What follows belongs to an exercise in optimizing a design on an open flow for small area; a production flow would make more cautious choices.
Only simulation tests tie the RTL to the original design; equivalence was not proved.
Power figures rest on the tool's default switching activity, not on a simulated workload.

==> inputs of 09-01 <==
==> flow/design.v <==
module lwe_top (
   input  logic clk_100mhz,
   input  logic sys_rst,
   input  logic uart_rxd,
   input  logic start,
   output logic uart_txd,
   output logic enc_done
);
   localparam logic [9:0] BIT_LAST  = 10'h00c;
   localparam logic [9:0] HALF_LAST = 10'h021;
   localparam logic [1:0] U_IDLE = 2'd0, U_START = 2'd1, U_DATA = 2'd2, U_STOP = 2'd3;
   logic [511:0] ra0, ra1;      
   logic [7:0]   preg;          
   logic [8:0]   phi;
   logic [10:0]  cnt;           
   logic         hold;          
   logic         pend;          
   logic [9:0]   baud;
   logic [1:0]   ust;
   logic         txm;           
   logic         rx_s, start_q;
   logic         waitst, run;
   logic         s0;            
   logic         tpend, tact;   
   logic         aprev;         
   logic         carry;
   logic reg_a, reg_pt, reg_s, reg_b, sat, low2;
   logic [8:0] tgt;
   logic m9, wr_now;
   assign reg_a  = !cnt[10];                   
   assign reg_pt = cnt[10:7] == 4'b1000;       
   assign reg_s  = cnt[10] && !cnt[9] && (cnt[8] ^ cnt[7]);    
   assign reg_b  = cnt[10:7] == 4'b1011;       
   assign sat    = cnt[10:9] == 2'b11;
   assign low2   = cnt[4:1] == 4'd0;           
   assign tgt    = reg_a ? {cnt[7:6], cnt[9:8], cnt[4:0]} : {2'b00, cnt[6:0]};
   assign m9     = phi == tgt;
   assign wr_now = pend && ((reg_a || reg_b) ? m9 : 1'b1);
   logic       tz, a, y, x, tap, cbit, cin;
   logic [1:0] jj, fsum, psum;
   logic       j0;
   assign tz   = phi[3:0] == 4'd0;
   assign jj   = {cnt[8], cnt[6]};
   assign j0   = cnt[8:5] == 4'd4;
   assign a    = cnt[5] ? ra1[0] : ra0[0];
   assign y    = s0 ? a : (aprev && !tz);
   assign x    = (hold | s0) & (hold ^ y);
   always_comb begin
      case (jj)
         2'd0:    tap = ra0[0];
         2'd1:    tap = ra0[384];
         2'd2:    tap = ra0[256];
         default: tap = ra0[128];
      endcase
   end
   assign cbit = j0 ? (preg[0] && phi[3:0] == 4'd10) : tap;
   assign cin  = tz ? hold : carry;             
   assign fsum = 2'(x) + 2'(cbit) + 2'(cin);
   assign psum = 2'(ra1[0]) + 2'(ra0[0]) + 2'(carry && !tz);
   logic         a0_in, a1_in;
   logic [511:0] r0_next;
   assign a0_in = (wr_now && reg_a && !cnt[5]) ? hold
                : (tact && jj == 2'd0) ? fsum[0] : ra0[0];
   assign a1_in = (wr_now && (reg_a && cnt[5] || reg_b)) ? hold
                : run ? psum[0] : ra1[0];
   always_comb begin
      r0_next = {a0_in, ra0[511:1]};
      if (tact && jj == 2'd1) r0_next[383] = fsum[0];
      if (tact && jj == 2'd2) r0_next[255] = fsum[0];
      if (tact && jj == 2'd3) r0_next[127] = fsum[0];
   end
   always_ff @(posedge clk_100mhz) begin
      ra0   <= r0_next;
      ra1   <= {a1_in, ra1[511:1]};
      aprev <= a;
      carry <= tact ? fsum[1] : psum[1];
      if (wr_now && reg_s && cnt[4:0] == 5'd0) s0 <= hold;
      if ((wr_now && reg_pt && low2) || (tact && j0 && phi[3:0] == 4'd15))
         preg <= {hold, preg[7:1]};
   end
   assign enc_done = run && phi == 9'd127;    
   logic [11:0] cc;
   logic [10:0] cnt_inc;
   always_comb begin
      cc[0] = 1'b1;
      for (int i = 0; i < 11; i++) begin
         cnt_inc[i] = cnt[i] ^ cc[i];
         cc[i+1]    = cnt[i] & cc[i] & (i != 6 || !txm);
      end
   end
   logic ev, rx_ev, tx_ev, tx_adv, tx_fin, cnt_en;
   assign ev     = ust != U_IDLE && baud == '1;
   assign rx_ev  = ev && !txm;
   assign tx_ev  = ev && txm;
   assign tx_adv = tx_ev && (ust == U_START || (ust == U_DATA && cnt[2:0] != 3'd0));
   assign tx_fin = tx_ev && ust == U_STOP && cnt[6:0] == 7'd0;    
   assign cnt_en = wr_now || tx_adv;
   always_ff @(posedge clk_100mhz) begin
      if (enc_done || ev)     baud <= BIT_LAST;
      else if (ust == U_IDLE) baud <= HALF_LAST;
      else                    baud <= {baud[8:0], baud[9] ^ baud[6]};
   end
   always_ff @(posedge clk_100mhz) begin
      rx_s  <= uart_rxd;
      if (rx_ev && ust == U_DATA) hold <= rx_s;
      else if (txm && m9)         hold <= ra1[0];    
   end
   always_ff @(posedge clk_100mhz) begin
      if (sys_rst) begin
         phi      <= '0;
         cnt      <= '0;
         pend     <= 1'b0;
         tpend    <= 1'b0;
         tact     <= 1'b0;
         ust      <= U_IDLE;
         txm      <= 1'b0;
         uart_txd <= 1'b1;
         start_q  <= 1'b0;
         waitst   <= 1'b0;
         run      <= 1'b0;
      end else begin
         phi     <= phi + 1'b1;
         start_q <= start;
         if (cnt_en) cnt <= cnt_inc;
         if (start && !start_q && !waitst && !run && !txm) waitst <= 1'b1;
         if (phi == 9'd511 && waitst) begin
            waitst <= 1'b0;
            run    <= 1'b1;
         end
         if (enc_done) run <= 1'b0;
         if (rx_ev && ust == U_DATA) pend <= !sat;
         else if (wr_now)            pend <= 1'b0;
         if (wr_now && reg_s && cnt[4:0] == 5'd1) tpend <= 1'b1;
         if (phi[6:0] == 7'd127) begin
            tact <= 1'b0;
            if (tpend && phi[8:7] == jj - 2'd1) begin
               tpend <= 1'b0;
               tact  <= 1'b1;
            end
         end
         if (enc_done)    txm <= 1'b1;
         else if (tx_fin) txm <= 1'b0;
         if (enc_done)                           uart_txd <= 1'b0;    
         else if (tx_adv)                        uart_txd <= hold;
         else if (tx_ev && ust == U_DATA)        uart_txd <= 1'b1;    
         else if (tx_ev && ust == U_STOP && !tx_fin) uart_txd <= 1'b0;
         if (enc_done) ust <= U_START;
         else if (ust == U_IDLE) begin
            if (!txm && !rx_s) ust <= U_START;
         end else if (ev) begin
            case (ust)
               U_START: ust <= (!txm && rx_s) ? U_IDLE : U_DATA;    
               U_DATA:  if (cnt[2:0] == (txm ? 3'd0 : 3'd7)) ust <= U_STOP;
               default: ust <= (!txm || tx_fin) ? U_IDLE : U_START;
            endcase
         end
      end
   end
endmodule
==> flow/run.sh <==
#!/bin/bash
# synth_recipe.tcl (not shown) runs the flow's synth.tcl, then flattens the netlist and writes it again
# the make line also repeats each setting of config.mk as NAME=value (left out here)
make -C /OpenROAD-flow-scripts/flow DESIGN_CONFIG=/design/flow/config.mk WORK_HOME=/design/flow/orfs CLKGATE_MAP_FILE= SYNTH_SCRIPT=/design/flow/synth_recipe.tcl finish
==> flow/config.mk <==
export PLATFORM = sky130hd
export DESIGN_NAME = lwe_top
export DESIGN_NICKNAME = lwe_top
export VERILOG_FILES = /design/flow/design.v
export SDC_FILE = /design/flow/constraint.sdc
export NUM_CORES = 4
export LEC_CHECK = 0
export CAP_MARGIN = 20
export CORE_MARGIN = 2
export CORE_UTILIZATION = 70
export CTS_BUF_LIST = sky130_fd_sc_hd__clkbuf_8
export CTS_CLUSTER_DIAMETER = 60
export CTS_CLUSTER_SIZE = 22
export SLEW_MARGIN = 20
==> flow/constraint.sdc <==
create_clock -name core_clock -period 10.0 [get_ports {clk_100mhz}]
set_input_delay 2.0000 -clock core_clock [delete_from_list [all_inputs] [get_ports {clk_100mhz}]]
set_output_delay 2.0000 -clock core_clock [all_outputs]
set_load 0.01 [all_outputs]
==> inputs of 10-21, as changes to 09-01 <==
--- a/flow/design.v
+++ b/flow/design.v
@@ -8,4 +8,4 @@
 );
-   localparam logic [9:0] BIT_LAST  = 10'h00c;
-   localparam logic [9:0] HALF_LAST = 10'h021;
+   localparam logic [9:0] BIT_LAST  = 10'd867;    
+   localparam logic [9:0] HALF_LAST = 10'd433;
    localparam logic [1:0] U_IDLE = 2'd0, U_START = 2'd1, U_DATA = 2'd2, U_STOP = 2'd3;
@@ -80,30 +80,6 @@
    end
-   assign enc_done = run && phi == 9'd127;    
-   logic [11:0] cc;
-   logic [10:0] cnt_inc;
-   always_comb begin
-      cc[0] = 1'b1;
-      for (int i = 0; i < 11; i++) begin
-         cnt_inc[i] = cnt[i] ^ cc[i];
-         cc[i+1]    = cnt[i] & cc[i] & (i != 6 || !txm);
-      end
-   end
-   logic ev, rx_ev, tx_ev, tx_adv, tx_fin, cnt_en;
-   assign ev     = ust != U_IDLE && baud == '1;
-   assign rx_ev  = ev && !txm;
-   assign tx_ev  = ev && txm;
-   assign tx_adv = tx_ev && (ust == U_START || (ust == U_DATA && cnt[2:0] != 3'd0));
-   assign tx_fin = tx_ev && ust == U_STOP && cnt[6:0] == 7'd0;    
-   assign cnt_en = wr_now || tx_adv;
+   logic [7:0] lo_inc;
+   assign lo_inc = {1'b0, cnt[6:0]} + 8'd1;
    always_ff @(posedge clk_100mhz) begin
-      if (enc_done || ev)     baud <= BIT_LAST;
-      else if (ust == U_IDLE) baud <= HALF_LAST;
-      else                    baud <= {baud[8:0], baud[9] ^ baud[6]};
-   end
-   always_ff @(posedge clk_100mhz) begin
-      rx_s  <= uart_rxd;
-      if (rx_ev && ust == U_DATA) hold <= rx_s;
-      else if (txm && m9)         hold <= ra1[0];    
-   end
-   always_ff @(posedge clk_100mhz) begin
+      rx_s <= uart_rxd;
       if (sys_rst) begin
@@ -120,2 +96,3 @@
          run      <= 1'b0;
+         enc_done <= 1'b0;
       end else begin
@@ -123,4 +100,4 @@
          start_q <= start;
-         if (cnt_en) cnt <= cnt_inc;
-         if (start && !start_q && !waitst && !run && !txm) waitst <= 1'b1;
+         enc_done <= 1'b0;
+         if (start && !start_q && !waitst && !run && !txm && !enc_done) waitst <= 1'b1;
          if (phi == 9'd511 && waitst) begin
@@ -129,5 +106,10 @@
          end
-         if (enc_done) run <= 1'b0;
-         if (rx_ev && ust == U_DATA) pend <= !sat;
-         else if (wr_now)            pend <= 1'b0;
+         if (phi == 9'd127 && run) begin
+            run      <= 1'b0;
+            enc_done <= 1'b1;
+         end
+         if (wr_now) begin
+            pend <= 1'b0;
+            cnt  <= cnt + 1'b1;
+         end
          if (wr_now && reg_s && cnt[4:0] == 5'd1) tpend <= 1'b1;
@@ -140,17 +122,56 @@
          end
-         if (enc_done)    txm <= 1'b1;
-         else if (tx_fin) txm <= 1'b0;
-         if (enc_done)                           uart_txd <= 1'b0;    
-         else if (tx_adv)                        uart_txd <= hold;
-         else if (tx_ev && ust == U_DATA)        uart_txd <= 1'b1;    
-         else if (tx_ev && ust == U_STOP && !tx_fin) uart_txd <= 1'b0;
-         if (enc_done) ust <= U_START;
-         else if (ust == U_IDLE) begin
-            if (!txm && !rx_s) ust <= U_START;
-         end else if (ev) begin
-            case (ust)
-               U_START: ust <= (!txm && rx_s) ? U_IDLE : U_DATA;    
-               U_DATA:  if (cnt[2:0] == (txm ? 3'd0 : 3'd7)) ust <= U_STOP;
-               default: ust <= (!txm || tx_fin) ? U_IDLE : U_START;
-            endcase
+         if (txm) begin
+            if (m9) hold <= ra1[0];    
+         end
+         if (enc_done) begin
+            txm      <= 1'b1;
+            ust      <= U_START;
+            uart_txd <= 1'b0;
+            baud     <= BIT_LAST;
+         end else if (ust == U_IDLE) begin
+            if (!txm && !rx_s) begin
+               ust  <= U_START;
+               baud <= HALF_LAST;    
+            end
+         end else if (baud != '0) begin
+            baud <= baud - 1'b1;
+         end else begin
+            baud <= BIT_LAST;
+            if (!txm) begin
+               case (ust)
+                  U_START: ust <= rx_s ? U_IDLE : U_DATA;    
+                  U_DATA: begin
+                     hold <= rx_s;
+                     pend <= !sat;
+                     if (cnt[2:0] == 3'd7) ust <= U_STOP;
+                  end
+                  default: ust <= U_IDLE;                   
+               endcase
+            end else begin
+               case (ust)
+                  U_START: begin
+                     uart_txd <= hold;
+                     cnt[6:0] <= lo_inc[6:0];
+                     ust      <= U_DATA;
+                  end
+                  U_DATA: begin
+                     if (cnt[2:0] == 3'd0) begin
+                        uart_txd <= 1'b1;
+                        ust      <= U_STOP;
+                     end else begin
+                        uart_txd <= hold;
+                        cnt[6:0] <= lo_inc[6:0];
+                     end
+                  end
+                  default: begin
+                     if (cnt[6:0] == 7'd0) begin
+                        txm <= 1'b0;
+                        ust <= U_IDLE;
+                     end else begin
+                        uart_txd <= 1'b0;
+                        ust      <= U_START;
+                     end
+                  end
+               endcase
+            end
          end
--- a/flow/config.mk
+++ b/flow/config.mk
@@ -9,6 +9,3 @@
 export CORE_MARGIN = 2
-export CORE_UTILIZATION = 70
-export CTS_BUF_LIST = sky130_fd_sc_hd__clkbuf_8
-export CTS_CLUSTER_DIAMETER = 60
-export CTS_CLUSTER_SIZE = 22
+export CORE_UTILIZATION = 40
 export SLEW_MARGIN = 20
==> notes <==
Against 09-01, the global-route usage of 10-21 is lower by 5.0 points.
Between 10-21 and 09-01, the lower routed wire length is in 09-01 (gap 14%, measured against 09-01).
Worst setup slack: 10-21 is higher than 09-01 (0.76 ns).
In 09-01 the total power is lower than in 10-21, by 25%.
Of 09-01 and 10-21, 10-21 has the higher flip-flop and latch count (gap 1).
Sequential power is about the same in 09-01 and 10-21.
Against 09-01, the sequential share of layout area of 10-21 is lower by 9.1 points.
In 09-01 the via count is lower than in 10-21, by 9.5%.
In 09-01 the synthesized area is smaller than in 10-21, by about 1.1%.
Of 09-01 and 10-21, 09-01 has the higher clock skew (gap 0.0079 ns).

## static timing again, ports no longer ideal
In the flow no input, the clock included, has a driving cell. The finished layouts below were timed again as built, in two steps.
Step 1, drivers: a clkbuf_16 drives clk_100mhz and a buf_2 each remaining input, both assumed.
Step 2 moves the port delays by t, midway between the first and last clock arrival at a register: inputs arrive t later, outputs are due t later. That takes back most of the time a late clock gives input paths.
a / b / c = ideal / step 1 / step 2; a / b = the first two.
| run | shift t [ns] | setup slack, ns | worst hold slack (ns) |
|---|---|---|---|
| 09-01 | 0.704 | 5.380 / 5.330 / 6.034 | 0.323 / 0.323 / 0.323 |
| 10-21 | 0.671 | 6.138 / 6.080 / 6.256 | 0.316 / 0.316 / 0.316 |
After both steps setup and hold are still met in every run listed.
